Background: an optimization exercise with open tools, aiming at small area and a short achievable clock period. Do not read the settings as production practice. At most, simulation tests tie the RTL to the original design; equivalence was not proved. No functional check of the RTL was part of run 1. Power figures rest on the tool's default switching activity, not on a simulated workload.

--- config.mk ---
export PLATFORM = sky130hd
export DESIGN_NAME = cpu
export DESIGN_NICKNAME = cpu
export VERILOG_FILES = /design/flow/design.v
export SDC_FILE = /design/flow/constraint.sdc
export NUM_CORES = 4
export LEC_CHECK = 0
export CAP_MARGIN = 20
export CORE_MARGIN = 2
export CORE_UTILIZATION = 40
export SETUP_SLACK_MARGIN = 3.0
export SLEW_MARGIN = 20
--- flow/run.sh ---
#!/bin/bash
# The standard layout, with three changes:
#  - synthesis maps with flow/map.abc (area-leaning) and without the
#    full/half adder cells (adders stay plain gates for abc);
#  - ports are buffered with the smallest buffer instead of a delay cell;
# everything else (floorplan, tap cells, power grid, placement, CTS,
# routing) is the standard flow's own flow, run through standard.sh.
set -euo pipefail
here=$(pwd)
bash standard.sh ADDER_MAP_FILE= SYNTH_SCRIPT="$here/flow/my_synth.tcl" \
  "BUFFER_PORTS_ARGS=-buffer_cell sky130_fd_sc_hd__buf_1" finish > "$here/standard_flow.log" 2>&1
--- constraint.sdc ---
create_clock -name core_clock -period 6.0 [get_ports {clk}]
set_input_delay 1.2000 -clock core_clock [delete_from_list [all_inputs] [get_ports {clk}]]
set_output_delay 1.2000 -clock core_clock [all_outputs]
set_load 0.01 [all_outputs]
--- flow/map.abc ---
&get -n
&st
&dch
&nf
&st
&syn2
&if -g -K 6
&synch2
&nf
&st
&syn2
&if -g -K 6
&synch2
&nf
&st
&syn2
&if -g -K 6
&synch2
&nf
&st
&syn2
&if -g -K 6
&synch2
&nf
&st
&syn2
&if -g -K 6
&synch2
&nf
&put
buffer -c
topo
stime -c
upsize -c
dnsize -c
--- flow/my_synth.tcl ---
# Standard synthesis script with one change: abc maps with the area-leaning
# script next to this file (the flip-flops are mapped before abc, so
# registers, their names and cells are the standard synthesis's).
set ::my_abc_script [file join [file dirname [file normalize [info script]]] map.abc]
proc abc {args} {
  set i [lsearch -exact $args -script]
  if { $i >= 0 } { set args [lreplace $args [expr {$i + 1}] [expr {$i + 1}] $::my_abc_script] }
  yosys abc {*}$args
}
proc synth {args} { yosys synth -nofsm -noshare {*}$args }
source $::env(SCRIPTS_DIR)/synth.tcl
# left out here: clear keep_hierarchy, flatten, clean up, hide names made inside functions, write 1_2_yosys.v
--- design.v ---
`timescale 1ns/1ns
package cpuPkg;
  typedef logic [16-1:0] word_t;
  typedef logic [3:0] regIndex_t;
  typedef enum logic [3:0] {
    OP_NOP   = 4'd0,
    OP_ADD   = 4'd1,
    OP_SUB   = 4'd2,
    OP_AND   = 4'd3,
    OP_OR    = 4'd4,
    OP_XOR   = 4'd5,
    OP_MOVI  = 4'd6,
    OP_ADDI  = 4'd7,
    OP_CMPEQ = 4'd8,
    OP_CMPGT = 4'd9,
    OP_LOAD  = 4'd10,
    OP_BT    = 4'd11,
    OP_BF    = 4'd12,
    OP_JR    = 4'd13
  } opcode_t;
  typedef enum logic [2:0] {
    ALU_PASS, ALU_ADD, ALU_SUB, ALU_AND, ALU_OR, ALU_XOR, ALU_CMPEQ, ALU_CMPGT
  } aluOp_t;
  typedef enum logic [1:0] {MEM_NONE, MEM_LOAD} memOp_t;
  typedef enum logic [2:0] {JUMP_NONE, JUMP_REL, JUMP_REG} jumpOp_t;
  typedef enum logic [1:0] {BYP_FILE, BYP_EX, BYP_ME, BYP_IMM} bypassSel_t;
endpackage
`timescale 1ns/1ns
module cpu (
  input  logic          clk,
  input  logic          reset,
  output logic [15:0]   bAddr,
  input  logic [15:0]   bMemRead,
  output logic [15:0]   aAddr,
  input  logic [15:0]   aMemRead,
  output logic [15:0]   ifPc,
  output logic [15:0]   ifIr,
  output logic [15:0]   exCalResult,
  output logic [1:0]    exMemControl,
  output logic [3:0]    meRegisterT,
  output logic          meWriteEnable,
  output logic [15:0]   meCalResult,
  output logic          tFlag,
  output logic [175:0]  registerValue
);
  function automatic logic [16:0] carries16(input logic [15:0] a, input logic [15:0] b, input logic cin);
    logic [15:0] g, p;
    g = a & b;
    p = a ^ b;
    g[0] = g[0] | (p[0] & cin);
    for (int l = 0; l < 4; l++) begin
      for (int i = 15; i >= 0; i--) begin
        if (((i >> l) & 1) == 1) begin
          g[i] = g[i] | (p[i] & g[((i >> l) << l) - 1]);
          p[i] = p[i] & p[((i >> l) << l) - 1];
        end
      end
    end
    carries16 = {g, cin};
  endfunction
  function automatic logic [8:0] carries8(input logic [7:0] a, input logic [7:0] b);
    logic [7:0] g, p;
    g = a & b;
    p = a ^ b;
    for (int l = 0; l < 3; l++) begin
      for (int i = 7; i >= 0; i--) begin
        if (((i >> l) & 1) == 1) begin
          g[i] = g[i] | (p[i] & g[((i >> l) << l) - 1]);
          p[i] = p[i] & p[((i >> l) << l) - 1];
        end
      end
    end
    carries8 = {g, 1'b0};
  endfunction
  function automatic logic [15:0] addS8(input logic [15:0] a, input logic [7:0] b);
    logic [8:0] c;
    logic [7:0] lo, hi, inc, dec;
    logic       allOnes, allZeros;
    c  = carries8(a[7:0], b);
    lo = a[7:0] ^ b ^ c[7:0];
    hi = a[15:8];
    allOnes  = 1'b1;
    allZeros = 1'b1;
    for (int i = 0; i < 8; i++) begin
      inc[i]   = hi[i] ^ allOnes;
      dec[i]   = hi[i] ^ allZeros;
      allOnes  = allOnes & hi[i];
      allZeros = allZeros & !hi[i];
    end
    if (c[8] && !b[7])      addS8 = {inc, lo};
    else if (!c[8] && b[7]) addS8 = {dec, lo};
    else                    addS8 = {hi, lo};
  endfunction
  logic [15:0] pc;
  logic [15:0] idIr;
  logic        inDelaySlot;
  logic [3:0]  exRegisterT;
  logic        exWriteEnable;
  logic        exLoad;
  logic [15:0] regs [11];
  logic [15:0] opS, opM;
  logic        sFromEx, sFromMe, mFromEx, mFromMe;
  logic [3:0] op;
  assign op = idIr[15:12];
  logic isAdd, isSub, isAnd, isOr, isXor, isMovi, isAddi, isCmpEq, isCmpGt, isLoad;
  logic isBt, isBf, isJr;
  assign isAdd   = op == 4'd1;
  assign isSub   = op == 4'd2;
  assign isAnd   = op == 4'd3;
  assign isOr    = op == 4'd4;
  assign isXor   = op == 4'd5;
  assign isMovi  = op == 4'd6;
  assign isAddi  = op == 4'd7;
  assign isCmpEq = op == 4'd8;
  assign isCmpGt = op == 4'd9;
  assign isLoad  = op == 4'd10;
  assign isBt    = op == 4'd11;
  assign isBf    = op == 4'd12;
  assign isJr    = op == 4'd13;
  logic decWriteEnable;
  assign decWriteEnable = (op >= 4'd1 && op <= 4'd7) || isLoad;
  logic [15:0] rs, rm;
  assign rs = sFromEx ? exCalResult : (sFromMe ? meCalResult : opS);
  assign rm = mFromEx ? exCalResult : (mFromMe ? meCalResult : opM);
  logic        invert, carryIn;
  logic [15:0] bOp, p, g, sum;
  logic [16:0] c;
  assign bOp    = rm ^ {16{invert}};
  assign p      = rs ^ bOp;
  assign g      = rs & bOp;
  assign c      = carries16(rs, bOp, carryIn);
  assign sum    = p ^ c[15:0];
  logic gt, eq;
  assign gt = (!rs[15] && rm[15]) || ((!rs[15] || rm[15]) && c[15]);
  assign eq = p == 16'd0;
  logic [15:0] result;
  always_comb begin
    if (isAdd || isAddi || isSub) result = sum;
    else if (isAnd)               result = g;
    else if (isOr)                result = p | g;
    else if (isXor)               result = p;
    else                          result = rm;
  end
  logic tNext;
  assign tNext = isCmpGt ? gt : eq;
  logic [7:0] immA;
  always_comb begin
    if (isMovi)      immA = idIr[7:0];
    else if (isAddi) immA = {{4{idIr[3]}}, idIr[3:0]};
    else if (isLoad) immA = {4'b0, idIr[3:0]};
    else             immA = 8'd0;
  end
  logic jumpRel, jumpReg;
  assign jumpRel = !inDelaySlot && ((isBt && tFlag) || (isBf && !tFlag));
  assign jumpReg = !inDelaySlot && isJr;
  logic [15:0] pcAdd;
  assign pcAdd = addS8(pc, jumpRel ? idIr[7:0] : 8'd1);
  logic [15:0] nxtIr;
  assign nxtIr = reset ? 16'd0 : bMemRead;
  logic [3:0] nS, nM;
  logic       nImm;
  assign nS   = bMemRead[7:4];
  assign nM   = bMemRead[3:0];
  assign nImm = nxtIr[15:13] == 3'b011;   
  logic [15:0] readS, readM, immM;
  logic sMeHit, mMeHit;
  assign sMeHit = meWriteEnable && meRegisterT == nS;
  assign mMeHit = meWriteEnable && meRegisterT == nM;
  always_comb begin
    readS = sMeHit && nS < 4'd11 ? meCalResult : 16'd0;
    readM = mMeHit && nM < 4'd11 ? meCalResult : 16'd0;
    for (int i = 0; i < 11; i++) begin
      readS = readS | ({16{nS == 4'(i) && !sMeHit}} & regs[i]);
      readM = readM | ({16{nM == 4'(i) && !mMeHit}} & regs[i]);
    end
  end
  assign immM = nxtIr[12] ? {{12{nxtIr[3]}}, nxtIr[3:0]} : {{8{nxtIr[7]}}, nxtIr[7:0]};
  always_ff @(posedge clk) begin
    if (reset) begin
      pc            <= 16'd0;
      exWriteEnable <= 1'b0;
      meWriteEnable <= 1'b0;
      tFlag         <= 1'b0;
      meCalResult   <= 16'd0;
    end else begin
      pc            <= jumpReg ? rs : pcAdd;
      exWriteEnable <= decWriteEnable;
      meWriteEnable <= exWriteEnable;
      if (isCmpEq || isCmpGt) tFlag <= tNext;
      meCalResult   <= exLoad ? aMemRead : exCalResult;
    end
    idIr        <= nxtIr;
    invert      <= nxtIr[15:12] == 4'd2 || nxtIr[15:12] == 4'd9;
    carryIn     <= nxtIr[15:12] == 4'd2;
    inDelaySlot <= jumpRel || jumpReg;
    exLoad      <= isLoad;
    opS         <= readS;
    opM         <= nImm ? immM : readM;
    sFromEx     <= nS < 4'd11 && decWriteEnable && idIr[11:8] == nS;
    sFromMe     <= nS < 4'd11 && exWriteEnable && exRegisterT == nS;
    mFromEx     <= !nImm && nM < 4'd11 && decWriteEnable && idIr[11:8] == nM;
    mFromMe     <= !nImm && nM < 4'd11 && exWriteEnable && exRegisterT == nM;
    exCalResult <= result;
    exRegisterT <= idIr[11:8];
    aAddr       <= addS8(rs, immA);
    meRegisterT <= exRegisterT;
  end
  logic [15:0] writeValue;
  assign writeValue = reset ? 16'd0 : meCalResult;
  always_ff @(posedge clk) begin
    for (int i = 0; i < 11; i++) begin
      if (reset || (meWriteEnable && meRegisterT == 4'(i))) regs[i] <= writeValue;
    end
  end
  always_comb begin
    for (int i = 0; i < 11; i++) registerValue[16*i +: 16] = regs[i];
  end
  assign bAddr        = pc;
  assign ifPc         = pc;
  assign ifIr         = bMemRead;
  assign exMemControl = {1'b0, exLoad};
endmodule
--- standard.sh ---
#!/bin/bash
# synth_recipe.tcl (not shown) runs the flow's synth.tcl, then flattens the netlist and writes it again
# the make line also repeats each setting of config.mk as NAME=value (left out here)
make -C /OpenROAD-flow-scripts/flow DESIGN_CONFIG=/design/flow/config.mk WORK_HOME=/design/flow/orfs CLKGATE_MAP_FILE= SYNTH_SCRIPT=/design/flow/synth_recipe.tcl "${@:-finish}"
==> results.py, run 1 <==
metrics = {
    "run_status": {
        "status": "finished clean",
    },
    "power": {
        "peakVddDrop_v": 0.000221,
        "power_frac_seq": 0.431,
        "comb_power_share": 0.200,
        "sw_frac_of_total": 0.309,
        "switchingPower_mw": 1.92,
        "pwr-share-clk": 0.369,
        "powerDensity_mw_per_mm2": 300,
        "p_leak_nw": 7.31,
        "p_int_mw": 4.29,
    },
    "drt": {
        "first_iter_violations": 1771,
        "firstDrtPassIters": 9,
        "dr_total_vias": 15200,
        "drc": 0,
        "wirelength_mm": 66.3,
        "drt.antenna.violating_nets": 0,
        "wire_per_inst_um": 27.2,
        "viasPerCell": 6.25,
    },
    "worst_setup_path": {
        "crit_required_ns": 6.45,
        "start_kind": "flip-flop",
        "crit_fanout": 4,
        "cp-end-kind": "flip-flop",
        "arrival_ns": 3.66,
        "crit_type": "flip-flop to flip-flop",
    },
    "clock_network": {
        "hold_buffers": 0,
        "clkLatencyLatePin_ns": 0.55,
        "clkTransAtPathRegs_ns": 0.06,
        "cts_tree": "done",
        "cts_buffer_depth": 3,
        "cts_buffers": 35,
        "clock-sinks": 307,
        "htree_levels": 2,
        "cts_root_buffer": "clkbuf_16",
    },
    "timing": {
        "fin_crit_sh": 0.534,
        "hold_violations": 0,
        "slew_viol_final": 0,
        "setup_viol": 0,
        "tightestPinTransition_ns": 1.13,
        "fmax_mhz": 312,
        "fin_setup_tns_ns": 0,
        "relSlewSlack": 0.247,
        "fin_crit_ns": 3.21,
        "rsz0062_at_grt": "true",
        "fin_skew_ns": 0.0185,
    },
    "cells_and_area": {
        "fill_cells": 3673,
        "nets": 1910,
        "final_layout_size_suffix_gt1_frac": 0.203,
        "syn_to_final_growth_pct": 26.5,
        "multiInputGateArea_mm2": 0.00858,
        "fin_util": 0.510,
        "seq_area_mm2": 0.00794,
    },
    "job": {
        "maxCapViolations": 0,
    },
    "synth": {
        "avgSynthCellArea_um2": 10.6,
        "synth_ff_type": "edfxtp_1",
        "synth_top_family_by_area": "compound AO/OA/AOI/OAI gates",
        "ys_seq_area_frac": 0.483,
        "synth-adder-area-share": 0.00826,
        "synthCells": 1544,
        "synth_cell_types": 81,
        "ys_async_sr_fraction": 0,
        "synth-xor-area-share": 0.0535,
        "yosys_register_bits": 307,
        "netlist_area_mm2": 0.0164,
        "syn_nets": 1578,
        "yosysWarningCount": 2,
        "synth_edf_count": 176,
        "yosys.area_share.simple": 0.132,
        "synthMuxAreaShare": 0.0758,
        "synth-compound-area-share": 0.200,
    },
    "floorplan": {
        "start_util": 0.403,
        "io_pins": 314,
        "num_rows": 74,
        "core_region_area_mm2": 0.0406,
        "die_h_um": 206,
        "die_w_um": 206,
        "dieArea_mm2": 0.0425,
    },
    "place": {
        "port_buffers": 312,
        "gp_congestion": 0.957,
        "dp.final_hpwl_mm": 44.3,
    },
    "grt": {
        "grt_use_total": 0.302,
        "antenna_found_initial": 1,
        "grt_pass1_vias": 14200,
        "grt_pass1_wl_mm": 94.5,
        "grt_max_degree": 59,
        "grt-ovfl-total": 0,
    },
    "hold_path": {
        "holdCritPathClass": "flip-flop to flip-flop",
    },
}
[stage by stage]
step | power, mW | area [um^2] | std cells | setup slack (ns) | hold WS, ns
floorplan | 3.30 | 16400 | 1544 | 2.97 | 0.373
global placement | 3.76 | 17900 | 2293 | 1.96 | 0.384
detailed placement | 3.77 | 17900 | 2293 | 1.89 | 0.384
CTS | 6.12 | 20000 | 2400 | 2.79 | 0.393
global route | 6.40 | 20700 | 2433 | 2.72 | 0.408
finish | 6.21 | 20700 | 2434 | 2.79 | 0.393
[metal layers]
| metal | track usage | share of wire |
|---|---|---|
| met1 | 0.387 | 0.38 |
| met2 | 0.472 | 0.45 |
| met3 | 0.0982 | 0.13 |
| met4 | 0.119 | 0.042 |
| met5 | 0 | 0 |
[state kept, by name (all words and copies together) (netlist names), 4 cells and up]
signal / cells
exRegisterT: 4
exCalResult: 16
meCalResult: 16
opM: 16
aAddr: 16
pc: 16
meRegisterT: 4
opS: 16
regs: 176
idIr: 16
[kinds of logic after synthesis]
group           Yosys count
flops                   307
compound gates          448
other cells               1
fa+ha+maj                13
mux                      88
buf+inv                 151
xor+xnor                100
simple gates            436
[worst max-delay path, stage by stage, from the launching register on]
cell and delay (ns):
dfxtp_4 0.36, mux2_4 0.32, o211a_4 0.25, maj3_2 0.32, maj3_2 0.33, maj3_2 0.37, a311oi_4 0.38, or3_4 0.25
nor2_4 0.04, a21o_1 0.27, xnor2_2 0.22
[cells in the final DEF (no fill, tap or decap), drive strengths merged, types with 17 or more instances in the layout]
master	count
a21oi	55
nor3	18
nand2b	24
nand3	38
nand4	18
a221oi	38
nor2b	44
xor2	28
a222oi	32
o22ai	17
edfxtp	176
buf	427
a22o	27
a31oi	23
mux4	25
dfxtp	131
mux2i	52
clkbuf	52
xnor2	72
o21ai	78
a211oi	24
nor2	107
a21o	17
nand2	119
a22oi	40
[cell usage after synthesis, drive strengths merged, types with 24 or more instances]
library cell | instances | share of area
edfxtp | 176 | 0.32
dfxtp | 131 | 0.16
nand2 | 118 | 0.027
nor2 | 107 | 0.025
clkbuf | 81 | 0.019
o21ai | 78 | 0.025
xnor2 | 72 | 0.039
buf | 57 | 0.025
a21oi | 55 | 0.017
mux2i | 52 | 0.033
nor2b | 44 | 0.017
a22oi | 40 | 0.018
a221oi | 38 | 0.021
nand3 | 38 | 0.012
a222oi | 32 | 0.020
xor2 | 28 | 0.015
a22o | 27 | 0.014
mux4 | 25 | 0.034
a211oi | 24 | 0.011
nand2b | 24 | 0.0092
[power by group through the flow]
stage	Clock, mW	Sequential, mW	Combinational (mW)
CTS	2.31	2.66	1.14
global route	2.39	2.69	1.33
detailed placement	0	2.71	1.06
finish	2.29	2.68	1.24
floorplan	0	2.66	0.638
global placement	0	2.71	1.05
[cell type report]
cell class                 count  share of cell area
timing repair buffer         432               0.108
antenna                        1            0.000121
clock buffer                  47              0.0480
clock inverter                15              0.0106
tap                          532              0.0322
inverter                      13             0.00266
multi-input combinational   1087               0.414
sequential                   307               0.384
[timing repair]
action,in CTS,in global routing
setup buffers,44,32
endpoints found under the setup margin,72,55
pin swaps,45,66
gates resized for setup,122,87
cloned,1,1
[path summary, 6_finish.rpt]
| check | start | endpoint | slack, ns | cells after the start |
|---|---|---|---|---|
| setup / recovery | sFromMe | aAddr[8] | 2.79 | 10 |
| hold / removal | idIr[8] | exRegisterT[0] | 0.39 | 0 |
| setup reg to reg | sFromMe | aAddr[8] | 2.79 | 10 |
| hold reg to reg | idIr[8] | exRegisterT[0] | 0.39 | 0 |
==> run 2, diff against run 1 <==
--- a/design.v
+++ b/design.v
@@ -26,6 +26,67 @@
   typedef enum logic [1:0] {BYP_FILE, BYP_EX, BYP_ME, BYP_IMM} bypassSel_t;
 endpackage
 `timescale 1ns/1ns
+module adder16 (
+  input  logic [15:0] a,
+  input  logic [15:0] b,
+  input  logic        cin,
+  output logic [15:0] sum,
+  output logic        c15
+);
+  logic [15:0] g, p, gp;
+  always_comb begin
+    g = a & b;
+    p = a ^ b;
+    g[0] = g[0] | (p[0] & cin);
+    gp = p;
+    for (int l = 0; l < 4; l++) begin
+      for (int i = 15; i >= 0; i--) begin
+        if (((i >> l) & 1) == 1) begin
+          g[i]  = g[i] | (gp[i] & g[((i >> l) << l) - 1]);
+          gp[i] = gp[i] & gp[((i >> l) << l) - 1];
+        end
+      end
+    end
+  end
+  assign sum = p ^ {g[14:0], cin};
+  assign c15 = g[14];
+endmodule
+module addS8 (
+  input  logic [15:0] a,
+  input  logic [7:0]  b,
+  output logic [15:0] y
+);
+  logic [7:0] g, p, gp, hi, inc, dec;
+  logic       allOnes, allZeros, carry;
+  always_comb begin
+    g = a[7:0] & b;
+    p = a[7:0] ^ b;
+    gp = p;
+    for (int l = 0; l < 3; l++) begin
+      for (int i = 7; i >= 0; i--) begin
+        if (((i >> l) & 1) == 1) begin
+          g[i]  = g[i] | (gp[i] & g[((i >> l) << l) - 1]);
+          gp[i] = gp[i] & gp[((i >> l) << l) - 1];
+        end
+      end
+    end
+    carry = g[7];
+    hi = a[15:8];
+    allOnes  = 1'b1;
+    allZeros = 1'b1;
+    for (int i = 0; i < 8; i++) begin
+      inc[i]   = hi[i] ^ allOnes;
+      dec[i]   = hi[i] ^ allZeros;
+      allOnes  = allOnes & hi[i];
+      allZeros = allZeros & !hi[i];
+    end
+    y[7:0] = p ^ {g[6:0], 1'b0};
+    if (carry && !b[7])      y[15:8] = inc;
+    else if (!carry && b[7]) y[15:8] = dec;
+    else                     y[15:8] = hi;
+  end
+endmodule
+`timescale 1ns/1ns
 module cpu (
   input  logic          clk,
   input  logic          reset,
@@ -43,54 +104,6 @@
   output logic          tFlag,
   output logic [175:0]  registerValue
 );
-  function automatic logic [16:0] carries16(input logic [15:0] a, input logic [15:0] b, input logic cin);
-    logic [15:0] g, p;
-    g = a & b;
-    p = a ^ b;
-    g[0] = g[0] | (p[0] & cin);
-    for (int l = 0; l < 4; l++) begin
-      for (int i = 15; i >= 0; i--) begin
-        if (((i >> l) & 1) == 1) begin
-          g[i] = g[i] | (p[i] & g[((i >> l) << l) - 1]);
-          p[i] = p[i] & p[((i >> l) << l) - 1];
-        end
-      end
-    end
-    carries16 = {g, cin};
-  endfunction
-  function automatic logic [8:0] carries8(input logic [7:0] a, input logic [7:0] b);
-    logic [7:0] g, p;
-    g = a & b;
-    p = a ^ b;
-    for (int l = 0; l < 3; l++) begin
-      for (int i = 7; i >= 0; i--) begin
-        if (((i >> l) & 1) == 1) begin
-          g[i] = g[i] | (p[i] & g[((i >> l) << l) - 1]);
-          p[i] = p[i] & p[((i >> l) << l) - 1];
-        end
-      end
-    end
-    carries8 = {g, 1'b0};
-  endfunction
-  function automatic logic [15:0] addS8(input logic [15:0] a, input logic [7:0] b);
-    logic [8:0] c;
-    logic [7:0] lo, hi, inc, dec;
-    logic       allOnes, allZeros;
-    c  = carries8(a[7:0], b);
-    lo = a[7:0] ^ b ^ c[7:0];
-    hi = a[15:8];
-    allOnes  = 1'b1;
-    allZeros = 1'b1;
-    for (int i = 0; i < 8; i++) begin
-      inc[i]   = hi[i] ^ allOnes;
-      dec[i]   = hi[i] ^ allZeros;
-      allOnes  = allOnes & hi[i];
-      allZeros = allZeros & !hi[i];
-    end
-    if (c[8] && !b[7])      addS8 = {inc, lo};
-    else if (!c[8] && b[7]) addS8 = {dec, lo};
-    else                    addS8 = {hi, lo};
-  endfunction
   logic [15:0] pc;
   logic [15:0] idIr;
   logic        inDelaySlot;
@@ -124,14 +137,13 @@
   assign rm = mFromEx ? exCalResult : (mFromMe ? meCalResult : opM);
   logic        invert, carryIn;
   logic [15:0] bOp, p, g, sum;
-  logic [16:0] c;
+  logic        c15;
   assign bOp    = rm ^ {16{invert}};
   assign p      = rs ^ bOp;
   assign g      = rs & bOp;
-  assign c      = carries16(rs, bOp, carryIn);
-  assign sum    = p ^ c[15:0];
+  adder16 aluAdder (.a(rs), .b(bOp), .cin(carryIn), .sum(sum), .c15(c15));
   logic gt, eq;
-  assign gt = (!rs[15] && rm[15]) || ((!rs[15] || rm[15]) && c[15]);
+  assign gt = (!rs[15] && rm[15]) || ((!rs[15] || rm[15]) && c15);
   assign eq = p == 16'd0;
   logic [15:0] result;
   always_comb begin
@@ -150,11 +162,13 @@
     else if (isLoad) immA = {4'b0, idIr[3:0]};
     else             immA = 8'd0;
   end
+  logic [15:0] addrNext;
+  addS8 addrAdder (.a(rs), .b(immA), .y(addrNext));
   logic jumpRel, jumpReg;
   assign jumpRel = !inDelaySlot && ((isBt && tFlag) || (isBf && !tFlag));
   assign jumpReg = !inDelaySlot && isJr;
   logic [15:0] pcAdd;
-  assign pcAdd = addS8(pc, jumpRel ? idIr[7:0] : 8'd1);
+  addS8 pcAdder (.a(pc), .b(jumpRel ? idIr[7:0] : 8'd1), .y(pcAdd));
   logic [15:0] nxtIr;
   assign nxtIr = reset ? 16'd0 : bMemRead;
   logic [3:0] nS, nM;
@@ -202,7 +216,7 @@
     mFromMe     <= !nImm && nM < 4'd11 && exWriteEnable && exRegisterT == nM;
     exCalResult <= result;
     exRegisterT <= idIr[11:8];
-    aAddr       <= addS8(rs, immA);
+    aAddr       <= addrNext;
     meRegisterT <= exRegisterT;
   end
   logic [15:0] writeValue;
==> flow/map.abc (replaced) <==
strash
&get -n
&fraig -x
&put
scorr
dc2
strash
dch -f
map
topo
stime -c
buffer -c
upsize -c
dnsize -c
==> flow/my_synth.tcl (replaced) <==
# The standard synthesis script (synth_recipe.tcl) with two changes:
#  - abc maps with flow/map.abc instead of ORFS's speed script;
#  - the adder modules keep their own hierarchy while abc maps, so abc sees
#    each adder alone and keeps it shallow; they are flattened at the end,
#    as synth_recipe.tcl does.
# Flip-flops are mapped before abc and all live in the top module, so the
# registers, their names and cells are those of the standard synthesis.
set ::my_dir [file dirname [file normalize [info script]]]
set ::my_keep_done 0
proc abc {args} {
  set i [lsearch -exact $args -script]
  if { $i < 0 } { yosys abc {*}$args; return }
  set j [expr {$i + 1}]
  # the adders: fastest mapping; the rest: area mapping
  yosys abc {*}[lreplace $args $j $j $::my_dir/map.abc] adder16 addS8
  yosys abc {*}[lreplace $args $j $j $::my_dir/top.abc] cpu
}
proc synth {args} {
  if { !$::my_keep_done } {
    set ::my_keep_done 1
    yosys setattr -mod -set keep_hierarchy 1 adder16 addS8
  }
  yosys synth -nofsm -noshare {*}$args
}
source $::env(SCRIPTS_DIR)/synth.tcl
# left out here: clear keep_hierarchy, flatten, clean up, hide names made inside functions, write 1_2_yosys.v
==> flow/top.abc (new file) <==
strash
&get -n
&fraig -x
&put
scorr
dc2
strash
&get -n
&dch -f
&nf
&put
topo
stime -c
buffer -c
upsize -c
dnsize -c
==> run 2 against run 1 <==
Still clean on timing, DRC and antenna. Largest cell class is now registers. Die area shrank 3.5%. Flip-flop and latch count did not move. First-iteration DRC count increased by 32%. Non-clock buffer count down 3. Routed wire length is 4.9% lower. Largest power group unchanged. Synthesized area is 3.5% lower. Critical path type unchanged.
==> results.py, run 2 <==
metrics = {
    "run_status": {
        "status": "finished clean",
    },
    "place": {
        "placed_area_mm2": 0.0173,
        "dpl.cell_count": 2296,
        "port_buffers": 312,
        "dp.final_hpwl_mm": 42.7,
        "gp_congestion": 0.907,
    },
    "drt": {
        "drc": 0,
        "wl_met3_mm": 8.03,
        "drt.antenna.violating_nets": 0,
        "wire_per_inst_um": 25.8,
        "first_iter_violations": 2343,
        "wl_met1_mm": 23.8,
        "wirelength_mm": 63.1,
        "firstDrtPassIters": 13,
        "dr_total_vias": 14700,
        "highest-signal-layer": "met4",
        "wl_met2_mm": 28.7,
        "viasPerCell": 6.00,
    },
    "synth": {
        "synthCells": 1541,
        "synth_edf_count": 176,
        "synthTopCellsByCount": "nand2_1 (191), edfxtp_1 (176), nor2_1 (157), dfxtp_1 (131), a222oi_1 (88)",
        "synth_ff_type": "edfxtp_1",
        "netlist_area_mm2": 0.0158,
        "synth_top_area_frac": 0.335,
        "avgSynthCellArea_um2": 10.2,
        "ys_async_sr_fraction": 0,
        "synth_cell_types": 76,
        "yosysWarningCount": 4,
        "yosys_register_bits": 307,
        "synth.most_common_cell": "nand2_1",
        "ys_seq_area_frac": 0.501,
        "netlist.top_cell.by_area": "edfxtp_1",
        "syn_nets": 1575,
        "synth_area_leaders": "edfxtp_1 (33%), dfxtp_1 (17%), a222oi_1 (5.6%)",
    },
    "floorplan": {
        "core_region_area_mm2": 0.0388,
        "die_w_um": 203,
        "io_pins": 314,
        "die_h_um": 203,
        "num_rows": 72,
        "start_util": 0.406,
        "dieArea_mm2": 0.0410,
    },
    "timing": {
        "tightestPinTransition_ns": 1.14,
        "fin_setup_tns_ns": 0,
        "fin_crit_sh": 0.556,
        "slew_viol_final": 0,
        "rsz0062_at_grt": "true",
        "relSlewSlack": 0.237,
        "setup_viol": 0,
        "fin_skew_ns": 0.0279,
        "fin_crit_ns": 3.34,
        "fmax_mhz": 300,
        "hold_ws_ns": 0.398,
        "hold_violations": 0,
    },
    "clock_network": {
        "htree_levels": 2,
        "cts_tree": "done",
        "cts_root_buffer": "clkbuf_16",
        "hold_buffers": 0,
        "cts_buffer_depth": 3,
        "cts_buffers": 36,
        "clock-sinks": 307,
        "clkLatencyLatePin_ns": 0.57,
        "clkTransAtPathRegs_ns": 0.07,
    },
    "worst_setup_path": {
        "arrival_ns": 3.80,
        "cp-end-kind": "flip-flop",
        "reg2reg_from": "mFromMe",
        "r2r-end": "exCalResult[9]",
        "r2r_cells": 24,
        "start_kind": "flip-flop",
        "crit_required_ns": 6.46,
        "crit_fanout": 6,
        "crit_type": "flip-flop to flip-flop",
        "r2r_slack_ns": 2.66,
    },
    "grt": {
        "grt_use_total": 0.295,
        "grt-ovfl-total": 0,
        "antenna_found_initial": 0,
        "grt_pass1_vias": 13700,
        "grt_max_degree": 46,
        "grt_pass1_wl_mm": 90.0,
    },
    "power": {
        "powerDensity_mw_per_mm2": 315,
        "p_leak_nw": 7.16,
        "peakVddDrop_v": 0.000279,
    },
    "job": {
        "maxCapViolations": 0,
    },
    "hold_path": {
        "hold_start": "exRegisterT[0]",
        "hold_depth": 0,
        "holdCritPathClass": "flip-flop to flip-flop",
        "hold_end": "meRegisterT[0]",
    },
    "cells_and_area": {
        "syn_to_final_growth_pct": 24.0,
        "final_layout_size_suffix_gt1_frac": 0.182,
        "nets": 1933,
        "final_cells": 2446,
        "fin_util": 0.504,
        "layout_common_cells": "buf_1 (307), nand2_1 (186), edfxtp_1 (176), nor2_1 (154), dfxtp_1 (120)",
        "fill_cells": 3553,
        "largest_reg_flops": 176,
        "finish.instance_area_mm2": 0.0196,
        "top_register": "regs",
        "layout_commonest_cell": "buf_1",
    },
}
run 2: cell count changes after synthesis, moves of 21 or more:
| cell | delta |
|---|---|
| nand2_1 | +73 |
| a222oi_1 | +56 |
| nor2_1 | +50 |
| inv_1 | +48 |
| clkbuf_1 | -45 |
| o21ai_0 | -37 |
| a221oi_1 | -31 |
| mux4_2 | -25 |
| a22o_1 | -22 |
| a211oi_1 | -21 |
run 2: area by class of cell:
class	count	area (um^2)	area share
Sequential cell	307	7940	0.406
Antenna cell	1	2.50	0.000128
Multi-Input combinational cell	1053	7270	0.372
Clock buffer	44	962	0.0492
Clock inverter	22	274	0.0140
Timing Repair Buffer	429	2190	0.112
Tap cell	518	648	0.0331
Inverter	72	270	0.0138
run 2: how the worst max path moves through the flow:
stage,from,slack [ns],endpoint,cells after the start
final,mFromMe,2.66,exCalResult[9],24
after detailed placement,mFromMe,1.99,tFlag,24
after CTS,mFromMe,2.73,tFlag,24
after global routing,mFromMe,2.47,tFlag,24
after floorplan,mFromMe,2.77,tFlag,26
after global placement,bMemRead[4],2.04,opS[6],9
run 2: what timing repair did:
action                                 in CTS  in global routing
buffers inserted                           48                 33
pin swaps                                  23                 41
cloned                                      0                  1
setup endpoints to repair                  62                 52
endpoints found under the hold margin       0                  0
resized for setup                          37                 53
run 2: Yosys stat by module, one instance, submodules excluded:
module / cell area (um^2) / cells / times used
addS8: 678 / 111 / 2
cpu: 13800 / 1201 / 1
adder16: 662 / 118 / 1
run 2: metrics by stage:
stage / worst slack, ns / total power [mW]
after floorplan: 2.77 / 3.31
after global placement: 2.04 / 3.75
after detailed placement: 1.99 / 3.76
after CTS: 2.73 / 6.11
after global routing: 2.47 / 6.36
final: 2.66 / 6.16
run 2: kinds of logic (layout without fill, tap and decap cells):
kind of cell / count (synthesis) / after routing / share of synthesized area
simple gates: 583 / 583 / 0.192
mux: 51 / 51 / 0.0349
compound gates: 334 / 334 / 0.168
xor+xnor: 84 / 84 / 0.0466
flops: 307 / 307 / 0.501
buf+inv: 181 / 567 / 0.0568
other cells: 1 / 2 / 0.000238
run 2: per-layer routing:
metal / vias to the layer above / track usage
met5: - / 0
met4: 0 / 0.119
met3: 192 / 0.0860
met2: 1058 / 0.461
met1: 7048 / 0.383
li1: 6366 / -
run 2: power by group:
group	switching (mW)	total (mW)	internal (mW)
registers	0.266	2.72	2.45
logic	0.709	1.11	0.401
clock network	0.954	2.33	1.38
total	1.93	6.16	4.23
run 2: worst max-delay path, stage by stage, from the launching register on:
cell      delay [ns]
dfxtp_4         0.39
mux2i_1         0.21
nor2_1          0.07
a21oi_2         0.18
xnor2_2         0.18
nor2_2          0.09
o21ai_2         0.17
a21oi_2         0.10
o21bai_4        0.16
a21oi_4         0.08
o211ai_2        0.17
nand3_2         0.11
nand2_2         0.08
nand3_2         0.08
buf_4           0.15
buf_6           0.10
buf_4           0.11
buf_4           0.12
buf_4           0.12
buf_4           0.12
buf_4           0.12
nand2_1         0.07
xnor2_1         0.12
nand2_1         0.07
o31ai_1         0.09
==> run 3, diff against run 2 <==
==> flow/top.abc (replaced) <==
strash
&get -n
&fraig -x
&put
scorr
dc2
strash
&get -n
&dch -f
&nf
&put
==> run 3 against run 2 <==
Power shrank 0.24%. Highest routed layer unchanged. Flip-flop and latch count unchanged. Clock power about the same. Critical endpoint is now exCalResult[11]. Synthesized cell count decreased by 4.7%. Clock-buffer cell count unchanged. Critical path depth stayed put. Routed wire length fell by 6.2%. Via count fell by 1.4%.
==> results.py, run 3 <==
metrics = {
    "run_status": {
        "status": "finished clean",
    },
    "worst_setup_path": {
        "worst-path-buf-inv": 6,
        "crit_top_cell": "buf_4",
        "cp-end-kind": "flip-flop",
        "reg2reg_from": "mFromMe",
        "crit_type": "flip-flop to flip-flop",
        "crit_path_max_incr_delay_ns": 0.38,
        "start_kind": "flip-flop",
        "slowest_stage": "dfxtp_4",
        "crit_fanout": 4,
        "critPathLaunch": "mFromMe",
        "cp_top_family": "simple AND/OR/NAND/NOR gates",
        "cp_cell_sequence": "mux2i_1, nor2_1, a21oi_2, xnor2_2, inv_2, nor2_4, a21oi_4, o21bai_4, a21oi_4, o211ai_2, nand3_2, nand2_2, nand3_2, nand3_2, nand3_2, buf_4, buf_4, buf_4, buf_4, buf_4, nand2_2, xnor2_1, nand2_1, o31ai_1",
        "arrival_ns": 3.69,
        "crit_required_ns": 6.43,
    },
    "synth": {
        "avgSynthCellArea_um2": 10.3,
        "synth_ff_type": "edfxtp_1",
        "synth_cell_types": 65,
        "netlist_area_mm2": 0.0151,
        "yosysWarningCount": 4,
        "synth_top_area_frac": 0.349,
        "synthTopCellsByCount": "nand2_1 (191), edfxtp_1 (176), nor2_1 (163), dfxtp_1 (131), a222oi_1 (88)",
        "synth.most_common_cell": "nand2_1",
        "synth_edf_count": 176,
        "synth_area_leaders": "edfxtp_1 (35%), dfxtp_1 (17%), a222oi_1 (5.8%)",
        "synthCells": 1468,
        "syn_nets": 1502,
        "yosys_register_bits": 307,
        "ys_seq_area_frac": 0.522,
        "ys_async_sr_fraction": 0,
        "netlist.top_cell.by_area": "edfxtp_1",
    },
    "floorplan": {
        "num_rows": 71,
        "core_region_area_mm2": 0.0375,
        "start_util": 0.404,
        "dieArea_mm2": 0.0394,
        "die_h_um": 199,
        "io_pins": 314,
        "die_w_um": 199,
    },
    "clock_network": {
        "clkLatencyLatePin_ns": 0.53,
        "htree_levels": 2,
        "clkTransAtPathRegs_ns": 0.06,
        "cts_tree": "done",
        "cts_buffers": 35,
        "clock-sinks": 307,
        "cts_root_buffer": "clkbuf_16",
        "cts_buffer_depth": 3,
    },
    "drt": {
        "wirelength_mm": 59.2,
        "viasPerCell": 5.91,
        "wire_per_inst_um": 24.2,
        "drt.antenna.violating_nets": 0,
        "firstDrtPassIters": 15,
        "dr_total_vias": 14500,
        "drc": 0,
        "first_iter_violations": 2310,
    },
    "power": {
        "peakVddDrop_v": 0.000276,
        "powerDensity_mw_per_mm2": 310,
        "p_leak_nw": 7.23,
    },
    "cells_and_area": {
        "fill_cells": 3399,
        "top_register": "regs",
        "num_antenna_cells": 0,
        "nets": 1946,
        "syn_to_final_growth_pct": 30.8,
        "final_layout_size_suffix_gt1_frac": 0.186,
        "layout_common_cells": "buf_1 (304), nand2_1 (185), edfxtp_1 (176), nor2_1 (152), dfxtp_1 (118)",
        "layout_commonest_cell": "buf_1",
        "largest_reg_flops": 176,
    },
    "place": {
        "gp_congestion": 0.929,
        "dp.final_hpwl_mm": 39.8,
        "post-place-ws_ns": 1.67,
        "port_buffers": 312,
    },
    "timing": {
        "setup_slack_ns": 2.74,
        "relSlewSlack": 0.240,
        "fin_crit_ns": 3.26,
        "tightestPinTransition_ns": 1.14,
        "hold_ws_ns": 0.397,
        "fin_crit_sh": 0.543,
        "setup_viol": 0,
        "slew_viol_final": 0,
        "fin_skew_ns": 0.0188,
        "rsz0062_at_grt": "true",
        "fmax_mhz": 307,
        "fin_setup_tns_ns": 0,
        "hold_violations": 0,
    },
    "grt": {
        "grt_max_degree": 51,
        "antenna_found_initial": 0,
        "grt_pass1_vias": 13700,
        "grt-ovfl-total": 0,
        "grt_pass1_wl_mm": 85.4,
        "grt_use_total": 0.290,
    },
    "hold_path": {
        "holdCritPathClass": "flip-flop to flip-flop",
        "hold_start": "idIr[9]",
    },
    "job": {
        "maxCapViolations": 0,
    },
}
run 3: cell count changes after synthesis, moves of 6 or more:
cell and delta:
o21ai_1 -26, nor3_1 +10, buf_2 -23, nor3_2 -7, o21ai_0 +26, clkbuf_1 -36, and2_1 -16, nor2_1 +6
clkinv_1 +8, and2_0 +16
run 3: per-layer routing:
layer  wire length [um]  vias up  global-route usage
li1                   -     6408                   -
met2              26200     1030               0.454
met3               6540      243              0.0624
met1              23200     6773               0.383
met4               3270        0               0.133
met5                  0        -                   0
run 3: cell type report:
cell class | instances | area [um^2] | area share
Multi-Input combinational cell | 1054 | 7370 | 0.372
Clock buffer | 44 | 961 | 0.0485
Tap cell | 511 | 639 | 0.0323
Sequential cell | 307 | 7950 | 0.401
Inverter | 72 | 275 | 0.0139
Clock inverter | 17 | 282 | 0.0142
Timing Repair Buffer | 442 | 2330 | 0.118
run 3: modules after synthesis (local to each module, per instance):
module | copies in the design | cells inside | flip-flops and latches
addS8 | 2 | 111 | 0
cpu | 1 | 1128 | 307
adder16 | 1 | 118 | 0
run 3: timing repair:
item                       CTS  global route
cloned                       1             0
pin swaps                   37            54
setup endpoints to repair   59            54
hold buffers                 0             0
resized for setup           68            69
buffers inserted            56            40
run 3: power by group:
group / internal, mW / switching [mW]
Combinational: 0.407 / 0.691
Clock: 1.44 / 0.894
Sequential: 2.45 / 0.260
run 3: kinds of logic after synthesis:
| group | Yosys count | share of synthesized area |
|---|---|---|
| xor gates and xnor gates | 84 | 0.0486 |
| AOI/OAI and AO/OA | 334 | 0.173 |
| and+or+nand+nor | 583 | 0.186 |
| other | 1 | 0.000248 |
| buffers and inverters | 108 | 0.0357 |
| muxes | 51 | 0.0340 |
| DFF | 307 | 0.522 |
run 3: per-stage QoR:
stage / utilization / instance area [um^2] / power [mW] / instances
global route: 0.528 / 19800 / 6.36 / 2447
floorplan: - / 15400 / 3.27 / 1468
CTS: 0.513 / 19200 / 6.09 / 2407
detailed placement: 0.458 / 17200 / 3.72 / 2289
global placement: 0.458 / 17200 / 3.71 / 2287
finish: 0.528 / 19800 / 6.15 / 2447
run 3: path summary, 6_finish.rpt:
| kind | slack (ns) | depth (start not counted) | to |
|---|---|---|---|
| setup / recovery | 2.74 | 24 | exCalResult[11] |
| hold / removal | 0.40 | 0 | exRegisterT[1] |
| setup reg to reg | 2.74 | 24 | exCalResult[11] |
| hold reg to reg | 0.40 | 0 | exRegisterT[1] |
run 3: worst register-to-register path, stage by stage, from the launching register on:
cell,delay [ns]
dfxtp_4,0.38
mux2i_1,0.21
nor2_1,0.09
a21oi_2,0.21
xnor2_2,0.20
inv_2,0.10
nor2_4,0.15
a21oi_4,0.06
o21bai_4,0.15
a21oi_4,0.08
o211ai_2,0.18
nand3_2,0.11
nand2_2,0.09
nand3_2,0.07
nand3_2,0.09
nand3_2,0.08
buf_4,0.14
buf_4,0.12
buf_4,0.12
buf_4,0.12
buf_4,0.12
nand2_2,0.05
xnor2_1,0.13
nand2_1,0.07
o31ai_1,0.07
==> run 4, diff against run 3 <==
==> flow/map.abc (replaced) <==
strash
map
topo
stime -c
buffer -c
upsize -c
dnsize -c
==> run 4 against run 3 <==
Critical path type is now input pin to output port. Global-route usage is 0.31 points higher. Combinational power rose by 4%. Design area rose by 0.93%. Sequential power hardly changed. Flip-flop and latch count unchanged. Setup slack improved by 0.33 ns. Still clean on timing, DRC and antenna. Die area increased by 3.0%. Power rose by 0.42%. First-iteration DRC count shrank 11%. Synthesized cell count rose by 4.4%.
==> results.py, run 4 <==
metrics = {
    "drt": {
        "highest-signal-layer": "met5",
        "first_iter_violations": 2045,
        "wire_per_inst_um": 25.2,
        "viasPerCell": 6.06,
        "firstDrtPassIters": 10,
        "wl_met2_mm": 28.4,
        "wl_met1_mm": 23.9,
        "dr_total_vias": 15000,
        "wirelength_mm": 62.4,
        "drc": 0,
        "wl_met3_mm": 7.04,
        "drt.antenna.violating_nets": 0,
    },
    "job": {
        "maxCapViolations": 0,
    },
    "synth": {
        "ys_seq_area_frac": 0.506,
        "synth_top_area_frac": 0.339,
        "netlist_area_mm2": 0.0156,
        "syn_nets": 1566,
        "synthCells": 1532,
        "avgSynthCellArea_um2": 10.2,
        "synth_area_leaders": "edfxtp_1 (34%), dfxtp_1 (17%), a222oi_1 (5.6%)",
        "synth-xor-area-share": 0.0616,
        "synth-adder-area-share": 0.00473,
        "synth_ff_type": "edfxtp_1",
        "synth_edf_count": 176,
        "synthTopCellsByCount": "nand2_1 (202), edfxtp_1 (176), nor2_1 (144), dfxtp_1 (131), a222oi_1 (88)",
        "yosysWarningCount": 4,
        "yosys_register_bits": 307,
        "synth_cell_types": 76,
        "netlist.top_cell.by_area": "edfxtp_1",
        "yosys.area_share.simple": 0.167,
        "synth-compound-area-share": 0.192,
        "synth.most_common_cell": "nand2_1",
        "synth_top_family_by_area": "compound AO/OA/AOI/OAI gates",
        "ys_async_sr_fraction": 0,
        "synthMuxAreaShare": 0.0329,
    },
    "grt": {
        "antenna_found_initial": 2,
        "grt_max_degree": 33,
        "grt-ovfl-total": 0,
        "grt_pass1_vias": 14100,
        "grt_pass1_wl_mm": 90.1,
        "grt_use_total": 0.293,
    },
    "cells_and_area": {
        "num_antenna_cells": 0,
        "finish.instance_area_mm2": 0.0200,
        "final_layout_size_suffix_gt1_frac": 0.157,
        "syn_to_final_growth_pct": 28.0,
        "top_register": "regs",
        "layout_common_cells": "buf_1 (304), nand2_1 (199), edfxtp_1 (176), nor2_1 (135), dfxtp_1 (122)",
        "largest_reg_flops": 176,
        "layout_commonest_cell": "buf_1",
        "nets": 1967,
        "final_cells": 2477,
    },
    "worst_setup_path": {
        "cp_cell_sequence": "buf_1, buf_12, buf_4, buf_1",
        "crit_type": "input pin to output port",
        "crit_fanout": 6,
        "crit_path_max_incr_delay_ns": 0.15,
        "slowest_stage": "buf_1",
        "reg2reg_from": "mFromMe",
        "start_kind": "input pin",
        "critPathLaunch": "bMemRead[1]",
        "arrival_ns": 1.73,
        "cp-end-kind": "output port",
        "crit_required_ns": 4.80,
        "crit_top_cell": "buf_1",
    },
    "clock_network": {
        "hold_buffers": 0,
        "clock-sinks": 307,
        "htree_levels": 2,
        "cts_root_buffer": "clkbuf_16",
        "cts_buffer_depth": 3,
        "clkLatencyLatePin_ns": 0.55,
        "clkTransAtPathRegs_ns": 0.06,
        "cts_tree": "done",
        "cts_buffers": 35,
    },
    "floorplan": {
        "die_w_um": 202,
        "num_rows": 72,
        "io_pins": 314,
        "start_util": 0.405,
        "die_h_um": 202,
        "dieArea_mm2": 0.0406,
        "core_region_area_mm2": 0.0386,
    },
    "timing": {
        "relSlewSlack": 0.252,
        "slew_viol_final": 0,
        "fin_crit_ns": 2.93,
        "setup_viol": 0,
        "fin_setup_tns_ns": 0,
        "fmax_mhz": 342,
        "hold_violations": 0,
        "fin_skew_ns": 0.0279,
        "tightestPinTransition_ns": 1.12,
        "fin_crit_sh": 0.488,
        "rsz0062_at_grt": "true",
    },
    "place": {
        "port_buffers": 312,
        "placed_area_mm2": 0.0176,
        "dp.final_hpwl_mm": 41.7,
        "dpl.cell_count": 2349,
        "gp_congestion": 0.954,
    },
    "power": {
        "p_leak_nw": 7.33,
        "powerDensity_mw_per_mm2": 309,
        "peakVddDrop_v": 0.000212,
    },
    "hold_path": {
        "holdCritPathClass": "flip-flop to flip-flop",
        "hold_start": "idIr[8]",
    },
    "run_status": {
        "status": "finished clean",
    },
}
==> run 4: cell types whose count changed in the layout (fill, tap and decap cells not counted), moves of 11 or more <==
cell	previous run	this run
o22ai_1	1	19
nand3_1	32	46
xor2_1	24	39
nand3_2	13	2
buf_4	110	75
o2111a_1	2	14
nand2_1	185	199
a31oi_1	20	32
nor2_1	152	135
==> run 4: kinds of logic after synthesis <==
logic type                 after synthesis
xor gates and xnor gates               105
AOI/OAI and AO/OA                      390
DFF                                    307
and+or+nand+nor                        566
other                                    1
adders and majority gates                7
buffers and inverters                  105
muxes                                   51
==> run 4: through the flow <==
stage	hold slack, ns	utilization	setup WS, ns	total power, mW
floorplan	0.373	-	2.81	3.31
global placement	0.392	0.455	1.68	3.77
detailed placement	0.386	0.456	1.58	3.78
CTS	0.389	0.505	3.01	6.11
global route	0.399	0.518	2.97	6.38
finish	0.386	0.518	3.07	6.17
==> run 4: area by class of cell <==
| class | instances | area [um^2] |
|---|---|---|
| multi-input combinational | 1124 | 7850 |
| clock inverter | 17 | 259 |
| fill | 3584 | 18600 |
| sequential | 307 | 7940 |
| tap | 518 | 648 |
| clock buffer | 46 | 968 |
| timing repair buffer | 406 | 2100 |
| inverter | 59 | 224 |
==> run 4: worst max-delay path: cells and delay by family <==
family / cells / cell delay [ns]
buffers and inverters: 4 / 0.52
==> run 4: per-layer routing <==
metal	track usage	up-vias
met5	0	-
met4	0.135	4
met3	0.0674	232
met2	0.461	1064
met1	0.383	7109
li1	-	6613
==> run 4: worst paths after layout <==
path | to | slack (ns) | cells past startpoint
min | exRegisterT[0] | 0.39 | 0
min reg2reg | exRegisterT[0] | 0.39 | 0
max | ifIr[1] | 3.07 | 4
max reg2reg | tFlag | 3.16 | 15
==> run 4: report_power, final <==
part	total, mW	leakage, nW	switching, mW	internal [mW]
combinational	1.14	3.82	0.723	0.419
sequential	2.72	2.90	0.272	2.45
clock	2.31	0.600	0.899	1.41
==> run 4: repair_timing <==
item                       CTS  global route
setup endpoints to repair   68            49
pin swaps                   15            20
resized for setup           57            69
setup buffers               36            25
cloned                       2             2
==> run 4: Yosys stat by module (local to each module, per instance) <==
module | cells | copies in the design | flip-flops and latches | area, um^2
cpu | 1128 | 1 | 307 | 13100
addS8 | 130 | 2 | 0 | 791
adder16 | 144 | 1 | 0 | 906
==> run 5, diff against run 4 <==
==> flow/run.sh (replaced) <==
#!/bin/bash
# The standard layout, with these changes:
#  - synthesis: flow/my_synth.tcl (abc scripts flow/map.abc for the adder
#    modules, flow/top.abc for the rest; no full/half adder cells);
#  - ports are buffered with the smallest buffer instead of a delay cell;
#  - clock tree synthesis without dummy loads.
# Everything else (floorplan, tap cells, power grid, placement, CTS,
# routing) is the standard flow's own flow, run through standard.sh.
set -euo pipefail
here=$(pwd)
bash standard.sh ADDER_MAP_FILE= SYNTH_SCRIPT="$here/flow/my_synth.tcl" \
  "BUFFER_PORTS_ARGS=-buffer_cell sky130_fd_sc_hd__buf_1" \
  "CTS_ARGS=-sink_clustering_enable -repair_clock_nets -dont_use_dummy_load -buf_list sky130_fd_sc_hd__clkbuf_8" \
  finish > "$here/standard_flow.log" 2>&1
==> run 5 against run 4 <==
Still clean on timing, DRC and antenna. Combinational power barely moved. Core utilization fell by 1.6 points. Synthesized cell count did not move. Clock-buffer cell count rose by 7. Global-route usage barely moved. Clock power fell by 32%. Critical path type unchanged.
==> results.py, run 5 <==
metrics = {
    "run_status": {
        "status": "finished clean",
    },
    "place": {
        "dpl.cell_count": 2349,
        "port_buffers": 312,
        "dp.final_hpwl_mm": 41.7,
        "gp_congestion": 0.954,
        "post-place-ws_ns": 1.58,
    },
    "clock_network": {
        "cts_buffers": 53,
        "clkTransAtPathRegs_ns": 0.06,
        "cts_buffer_depth": 3,
        "clock-sinks": 307,
        "cts_tree": "done",
        "htree_levels": 2,
        "hold_buffers": 0,
        "clkLatencyLatePin_ns": 0.65,
        "cts_root_buffer": "clkbuf_8",
    },
    "cells_and_area": {
        "fill_cells": 3649,
        "nets": 1978,
        "seq_area_mm2": 0.00793,
        "final_cells": 2460,
        "final_layout_size_suffix_gt1_frac": 0.152,
        "num_antenna_cells": 0,
        "top_register": "regs",
        "multiInputGateArea_mm2": 0.00782,
        "layout_common_cells": "buf_1 (304), nand2_1 (200), edfxtp_1 (176), nor2_1 (134), dfxtp_1 (121)",
        "syn_to_final_growth_pct": 24.0,
        "layout_commonest_cell": "buf_1",
        "largest_reg_flops": 176,
    },
    "floorplan": {
        "dieArea_mm2": 0.0406,
        "die_h_um": 202,
        "io_pins": 314,
        "core_region_area_mm2": 0.0386,
        "die_w_um": 202,
        "start_util": 0.405,
        "num_rows": 72,
    },
    "drt": {
        "drt.antenna.violating_nets": 0,
        "wire_per_inst_um": 25.2,
        "viasPerCell": 6.07,
        "dr_total_vias": 14900,
        "firstDrtPassIters": 10,
        "first_iter_violations": 2060,
        "drc": 0,
        "wirelength_mm": 62.0,
    },
    "worst_setup_path": {
        "crit_fanout": 15,
        "crit_required_ns": 4.80,
        "start_kind": "input pin",
        "crit_path_max_incr_delay_ns": 0.19,
        "cp_top_family": "buffers and inverters",
        "worst-path-buf-inv": 3,
        "crit_type": "input pin to output port",
        "arrival_ns": 1.71,
        "r2r_slack_ns": 3.16,
        "crit_top_cell": "buf_1",
        "cp_cell_sequence": "buf_1, buf_12, buf_1",
        "slowest_stage": "buf_12",
        "cp-end-kind": "output port",
    },
    "synth": {
        "avgSynthCellArea_um2": 10.2,
        "synth_ff_type": "edfxtp_1",
        "synth_area_leaders": "edfxtp_1 (34%), dfxtp_1 (17%), a222oi_1 (5.6%)",
        "netlist.top_cell.by_area": "edfxtp_1",
        "synth_top_area_frac": 0.339,
        "ys_async_sr_fraction": 0,
        "ys_seq_area_frac": 0.506,
        "synth.most_common_cell": "nand2_1",
        "synthTopCellsByCount": "nand2_1 (202), edfxtp_1 (176), nor2_1 (144), dfxtp_1 (131), a222oi_1 (88)",
        "synth_edf_count": 176,
        "yosysWarningCount": 4,
        "yosys_register_bits": 307,
        "synth_cell_types": 76,
        "netlist_area_mm2": 0.0156,
        "synthCells": 1532,
        "syn_nets": 1566,
    },
    "power": {
        "sw_frac_of_total": 0.329,
        "powerDensity_mw_per_mm2": 281,
        "p_leak_nw": 7.05,
        "switchingPower_mw": 1.79,
        "comb_power_share": 0.210,
        "power_frac_seq": 0.501,
        "p_int_mw": 3.65,
        "peakVddDrop_v": 0.000219,
        "pwr-share-clk": 0.289,
        "finalPower_mw": 5.44,
    },
    "grt": {
        "grt_pass1_vias": 14100,
        "grt_pass1_wl_mm": 89.8,
        "grt_max_degree": 33,
        "grt-ovfl-total": 0,
        "grt_use_total": 0.293,
        "antenna_found_initial": 1,
    },
    "timing": {
        "fmax_mhz": 344,
        "rsz0062_at_grt": "false",
        "fin_crit_sh": 0.484,
        "hold_violations": 0,
        "tightestPinTransition_ns": 1.12,
        "slew_viol_final": 0,
        "fin_setup_tns_ns": 0,
        "setup_viol": 0,
        "hold_ws_ns": 0.386,
        "setup_slack_ns": 3.09,
        "relSlewSlack": 0.255,
        "fin_skew_ns": 0.0821,
        "fin_crit_ns": 2.91,
    },
    "job": {
        "maxCapViolations": 0,
    },
    "hold_path": {
        "holdCritPathClass": "flip-flop to flip-flop",
    },
}
run 5: cell types whose count changed in the layout (fill, tap and decap cells not counted), moves of 3 or more:
cell	previous run	this run
clkbuf_1	7	0
clkinv_2	7	2
dfxtp_2	2	5
bufinv_16	6	0
clkbuf_16	36	0
buf_4	75	72
inv_6	3	0
buf_8	3	0
clkbuf_8	3	53
run 5: per-layer routing:
metal	vias up	wire, um	track usage
met5	-	8	0
met4	2	2970	0.127
met3	246	6730	0.0752
met2	1016	28300	0.463
met1	7063	24100	0.380
li1	6606	-	-
run 5: repair_timing:
| item | 4_1_cts | 5_1_grt |
|---|---|---|
| endpoints found under the hold margin | 0 | 0 |
| pin swaps | 15 | 22 |
| endpoints found under the setup margin | 68 | 51 |
| gates cloned | 1 | 2 |
| resized for setup | 50 | 70 |
| buffers inserted | 32 | 23 |
run 5: cell type report:
type	count	area share
sequential	307	0.410
multi-input combinational	1123	0.404
timing repair buffer	400	0.104
clock buffer	53	0.0377
tap	518	0.0335
inverter	59	0.0116
run 5: Yosys stat by module (local to each module, per instance):
module | cell area (um^2) | cells
addS8 | 791 | 130
adder16 | 906 | 144
cpu | 13100 | 1128
run 5: power by group through the flow:
stage	Clock [mW]	Sequential, mW	Combinational (mW)
final	1.57	2.73	1.14
after CTS	1.60	2.71	1.07
after floorplan	0	2.70	0.613
after global routing	1.69	2.74	1.24
after global placement	0	2.75	1.02
after detailed placement	0	2.75	1.03
run 5: worst paths after layout:
check / from / to / depth (start not counted)
setup reg to reg: mFromMe / tFlag / 16
setup / recovery: bMemRead[1] / ifIr[1] / 3
hold / removal: exRegisterT[3] / meRegisterT[3] / 0
hold reg to reg: exRegisterT[3] / meRegisterT[3] / 0
run 5: logic make-up after synthesis:
group / share of synthesized area
and+or+nand+nor: 0.167
buffers and inverters: 0.0352
DFF: 0.506
muxes: 0.0329
other: 0.000240
adders and majority gates: 0.00473
AOI/OAI and AO/OA: 0.192
xor gates and xnor gates: 0.0616
run 5: worst register-to-register path, cell delays in order, from the launching register on:
cell and delay [ns]:
dfxtp_4 0.41, buf_6 0.17, buf_4 0.12, mux2i_1 0.18
nor2_1 0.07, a21oi_2 0.27, xnor2_4 0.16, buf_4 0.16
nand2_1 0.06, a21boi_1 0.28, o21bai_2 0.13, a21oi_1 0.20
o21ai_1 0.10, clkinv_1 0.06, a21oi_1 0.05, o21ai_0 0.19
a311oi_1 0.10
run 5: through the flow:
step                area, um^2  utilization
finish                   19400        0.502
CTS                      18800        0.489
global route             19400        0.502
global placement         17600        0.455
floorplan                15800            -
detailed placement       17600        0.456
==> run 6, diff against run 5 <==
--- a/flow/my_synth.tcl
+++ b/flow/my_synth.tcl
@@ -1,8 +1,9 @@
 # The standard synthesis script (synth_recipe.tcl) with two changes:
-#  - abc maps with flow/map.abc instead of ORFS's speed script;
+#  - abc maps the adder modules with flow/map.abc (plain mapping of the
+#    prefix trees as written) and the rest with flow/top.abc (area-leaning),
+#    instead of ORFS's speed script;
 #  - the adder modules keep their own hierarchy while abc maps, so abc sees
-#    each adder alone and keeps it shallow; they are flattened at the end,
-#    as synth_recipe.tcl does.
+#    each adder alone; they are flattened at the end, as synth_recipe.tcl does.
 # Flip-flops are mapped before abc and all live in the top module, so the
 # registers, their names and cells are those of the standard synthesis.
 set ::my_dir [file dirname [file normalize [info script]]]
@@ -11,7 +12,6 @@
   set i [lsearch -exact $args -script]
   if { $i < 0 } { yosys abc {*}$args; return }
   set j [expr {$i + 1}]
-  # the adders: fastest mapping; the rest: area mapping
   yosys abc {*}[lreplace $args $j $j $::my_dir/map.abc] adder16 addS8
   yosys abc {*}[lreplace $args $j $j $::my_dir/top.abc] cpu
 }
--- a/config.mk
+++ b/config.mk
@@ -8,5 +8,5 @@
 export CAP_MARGIN = 20
 export CORE_MARGIN = 2
 export CORE_UTILIZATION = 40
-export SETUP_SLACK_MARGIN = 3.0
+export SETUP_SLACK_MARGIN = 3.4
 export SLEW_MARGIN = 20
==> run 6 against run 5 <==
Critical path type unchanged. Clock-buffer cell count shrank 1. Routed wire length grew 7.7%. Cell count grew 5.0%.
==> results.py, run 6 <==
metrics = {
    "worst_setup_path": {
        "r2r_slack_ns": 3.31,
        "r2r_cells": 13,
        "arrival_ns": 1.53,
        "slowest_stage": "buf_6",
        "cp-end-kind": "output port",
        "crit_top_cell": "buf_6",
        "crit_path_max_incr_delay_ns": 0.14,
        "reg2reg_from": "mFromMe",
        "cp_cell_sequence": "buf_1, buf_6, buf_6",
        "crit_fanout": 4,
        "start_kind": "input pin",
        "r2r-end": "exCalResult[14]",
        "crit_type": "input pin to output port",
        "crit_required_ns": 4.80,
    },
    "cells_and_area": {
        "fin_util": 0.556,
        "top_register": "regs",
        "final_layout_size_suffix_gt1_frac": 0.269,
        "num_antenna_cells": 0,
        "finish.instance_area_mm2": 0.0214,
        "layout_common_cells": "buf_1 (280), nand2_1 (192), edfxtp_1 (176), buf_4 (153), nor2_1 (124)",
        "layout_commonest_cell": "buf_1",
        "syn_to_final_growth_pct": 37.3,
        "largest_reg_flops": 176,
        "nets": 2101,
        "final_cells": 2583,
    },
    "timing": {
        "fmax_mhz": 366,
        "tightestPinTransition_ns": 1.03,
        "relSlewSlack": 0.314,
        "hold_violations": 0,
        "setup_viol": 0,
        "fin_setup_tns_ns": 0,
        "setup_slack_ns": 3.27,
        "slew_viol_final": 0,
        "fin_crit_sh": 0.456,
        "fin_skew_ns": 0.0597,
        "hold_ws_ns": 0.399,
        "fin_crit_ns": 2.73,
        "rsz0062_at_grt": "true",
    },
    "run_status": {
        "status": "finished clean",
    },
    "drt": {
        "wirelength_mm": 66.8,
        "drc": 0,
        "drt.antenna.violating_nets": 0,
        "firstDrtPassIters": 13,
        "first_iter_violations": 2544,
        "viasPerCell": 6.19,
        "dr_total_vias": 16000,
        "wire_per_inst_um": 25.9,
    },
    "floorplan": {
        "start_util": 0.405,
        "die_w_um": 202,
        "num_rows": 72,
        "io_pins": 314,
        "die_h_um": 202,
        "core_region_area_mm2": 0.0386,
        "dieArea_mm2": 0.0406,
    },
    "synth": {
        "ys_seq_area_frac": 0.506,
        "netlist_area_mm2": 0.0156,
        "ys_async_sr_fraction": 0,
        "synth.most_common_cell": "nand2_1",
        "yosysWarningCount": 4,
        "avgSynthCellArea_um2": 10.2,
        "synth_top_area_frac": 0.339,
        "synth_edf_count": 176,
        "syn_nets": 1566,
        "synth_area_leaders": "edfxtp_1 (34%), dfxtp_1 (17%), a222oi_1 (5.6%)",
        "yosys_register_bits": 307,
        "synthTopCellsByCount": "nand2_1 (202), edfxtp_1 (176), nor2_1 (144), dfxtp_1 (131), a222oi_1 (88)",
        "synth_ff_type": "edfxtp_1",
        "netlist.top_cell.by_area": "edfxtp_1",
        "synth_cell_types": 76,
        "synthCells": 1532,
    },
    "place": {
        "dpl.cell_count": 2345,
        "post-place-ws_ns": 1.94,
        "gp_congestion": 0.892,
        "placed_area_mm2": 0.0177,
        "port_buffers": 312,
        "dp.final_hpwl_mm": 41.6,
    },
    "clock_network": {
        "clkTransAtPathRegs_ns": 0.04,
        "cts_tree": "done",
        "cts_root_buffer": "clkbuf_8",
        "cts_buffers": 52,
        "hold_buffers": 0,
        "clkLatencyLatePin_ns": 0.66,
        "htree_levels": 2,
        "cts_buffer_depth": 3,
        "clock-sinks": 307,
    },
    "grt": {
        "grt_max_degree": 33,
        "grt_pass1_wl_mm": 94.3,
        "grt_pass1_vias": 15200,
        "grt_use_total": 0.305,
        "grt-ovfl-total": 0,
        "antenna_found_initial": 0,
    },
    "power": {
        "p_leak_nw": 8.08,
        "peakVddDrop_v": 0.000176,
        "powerDensity_mw_per_mm2": 262,
        "finalPower_mw": 5.62,
    },
    "hold_path": {
        "hold_start": "exRegisterT[3]",
        "hold_end": "meRegisterT[3]",
        "holdCritPathClass": "flip-flop to flip-flop",
        "hold_depth": 0,
    },
    "job": {
        "maxCapViolations": 0,
    },
}
## run 6: cell count changes in the layout (fill, tap and decap cells not counted), moves of 10 or more
cell	before	now
buf_4	72	153
a21oi_2	12	23
buf_6	4	49
nor2_1	134	124
dfxtp_1	121	110
a21oi_1	46	34
buf_12	12	25
buf_1	304	280
## run 6: cell type report
class	instances	area (um^2)
Clock buffer	52	716
Fill cell	3417	17100
Inverter	59	260
Multi-Input combinational cell	1125	8390
Sequential cell	307	7950
Tap cell	518	648
Timing Repair Buffer	522	3460
## run 6: per-module statistics from Yosys, one instance, submodules excluded
| module | cells inside | copies in the design | flip-flops and latches |
|---|---|---|---|
| addS8 | 130 | 2 | 0 |
| adder16 | 144 | 1 | 0 |
| cpu | 1128 | 1 | 307 |
## run 6: report_power, final
| group | internal (mW) | total [mW] | leakage (nW) | switching, mW |
|---|---|---|---|---|
| clock | 0.759 | 1.56 | 0.374 | 0.802 |
| combinational | 0.538 | 1.33 | 4.80 | 0.787 |
| sequential | 2.46 | 2.73 | 2.91 | 0.276 |
| total | 3.75 | 5.62 | 8.08 | 1.87 |
## run 6: logic make-up (layout without fill, tap and decap cells)
kind of cell | Yosys count | count (layout) | synth area share
AO/OA/AOI/OAI | 390 | 391 | 0.192
adder cells (fa/ha/maj) | 7 | 7 | 0.00473
other | 1 | 1 | 0.000240
flip-flops | 307 | 307 | 0.506
buffers and inverters | 105 | 633 | 0.0352
XOR/XNOR | 105 | 105 | 0.0616
multiplexers | 51 | 51 | 0.0329
AND/OR/NAND/NOR | 566 | 570 | 0.167
## run 6: metal layers
metal	up-vias	share of wire	track usage
met5	-	0	0
met3	265	0.12	0.0656
met4	0	0.048	0.132
met1	7664	0.37	0.388
li1	6855	-	-
met2	1207	0.47	0.503
## run 6: how the worst max path moves through the flow
stage / from / endpoint / slack [ns] / depth (start not counted)
final: bMemRead[0] / ifIr[0] / 3.27 / 3
after global routing: mFromMe / tFlag / 3.14 / 15
after CTS: bMemRead[1] / ifIr[1] / 3.27 / 3
after detailed placement: bMemRead[3] / opM[6] / 1.94 / 8
after global placement: bMemRead[0] / opM[6] / 2.00 / 10
after floorplan: bMemRead[0] / opM[2] / 2.81 / 8
## run 6: timing repair
action	CTS	global route
setup endpoints to repair	164	81
gates cloned	5	6
pin swaps	70	92
resized for setup	233	129
buffers inserted	108	67
hold endpoints to repair	0	0
## run 6: critical path: cells and delay by family
family	cells	cell delay, ns
buffers and inverters	3	0.33

[separate check: timing with driven ports]
How much do the figures lean on ideal ports? The routed layouts below were timed once more, with nothing changed but the port constraints.
Step 1 (the two cells are an assumption about what drives the block):
set clk [get_ports {clk}]
set_driving_cell -lib_cell sky130_fd_sc_hd__clkbuf_16 $clk
set_driving_cell -lib_cell sky130_fd_sc_hd__buf_2 [delete_from_list [all_inputs] $clk]
Step 2 adds t to the input delays and takes it off the output delays; t is the mean of the earliest and latest rising clock arrival at the registers after step 1. Input paths then give back, and output paths get back, about the clock's delay inside the block.
Slacks: ideal ports / drivers / drivers and shift; pairs: ideal ports / drivers.
run | t, ns | setup WS [ns] | worst hold slack (ns) | slew at the worst register clock pin (ns)
run 1 | 0.598 | 2.794 / 2.794 / 2.519 | 0.393 / 0.393 / 0.393 | 0.07 / 0.07
run 2 | 0.611 | 2.662 / 2.662 / 2.487 | 0.398 / 0.398 / 0.398 | 0.07 / 0.07
run 3 | 0.571 | 2.740 / 2.740 / 2.493 | 0.397 / 0.397 / 0.397 | 0.07 / 0.07
run 4 | 0.588 | 3.073 / 3.051 / 2.534 | 0.386 / 0.386 / 0.386 | 0.07 / 0.07
run 5 | 0.663 | 3.094 / 3.072 / 2.465 | 0.386 / 0.386 / 0.386 | 0.06 / 0.06
run 6 | 0.680 | 3.266 / 3.237 / 2.606 | 0.399 / 0.399 / 0.399 | 0.07 / 0.07
After both steps setup and hold are still met in every run listed. The setup slack of run 6, which loses most, moves by -0.029 ns with the drivers and by -0.660 ns with both steps.
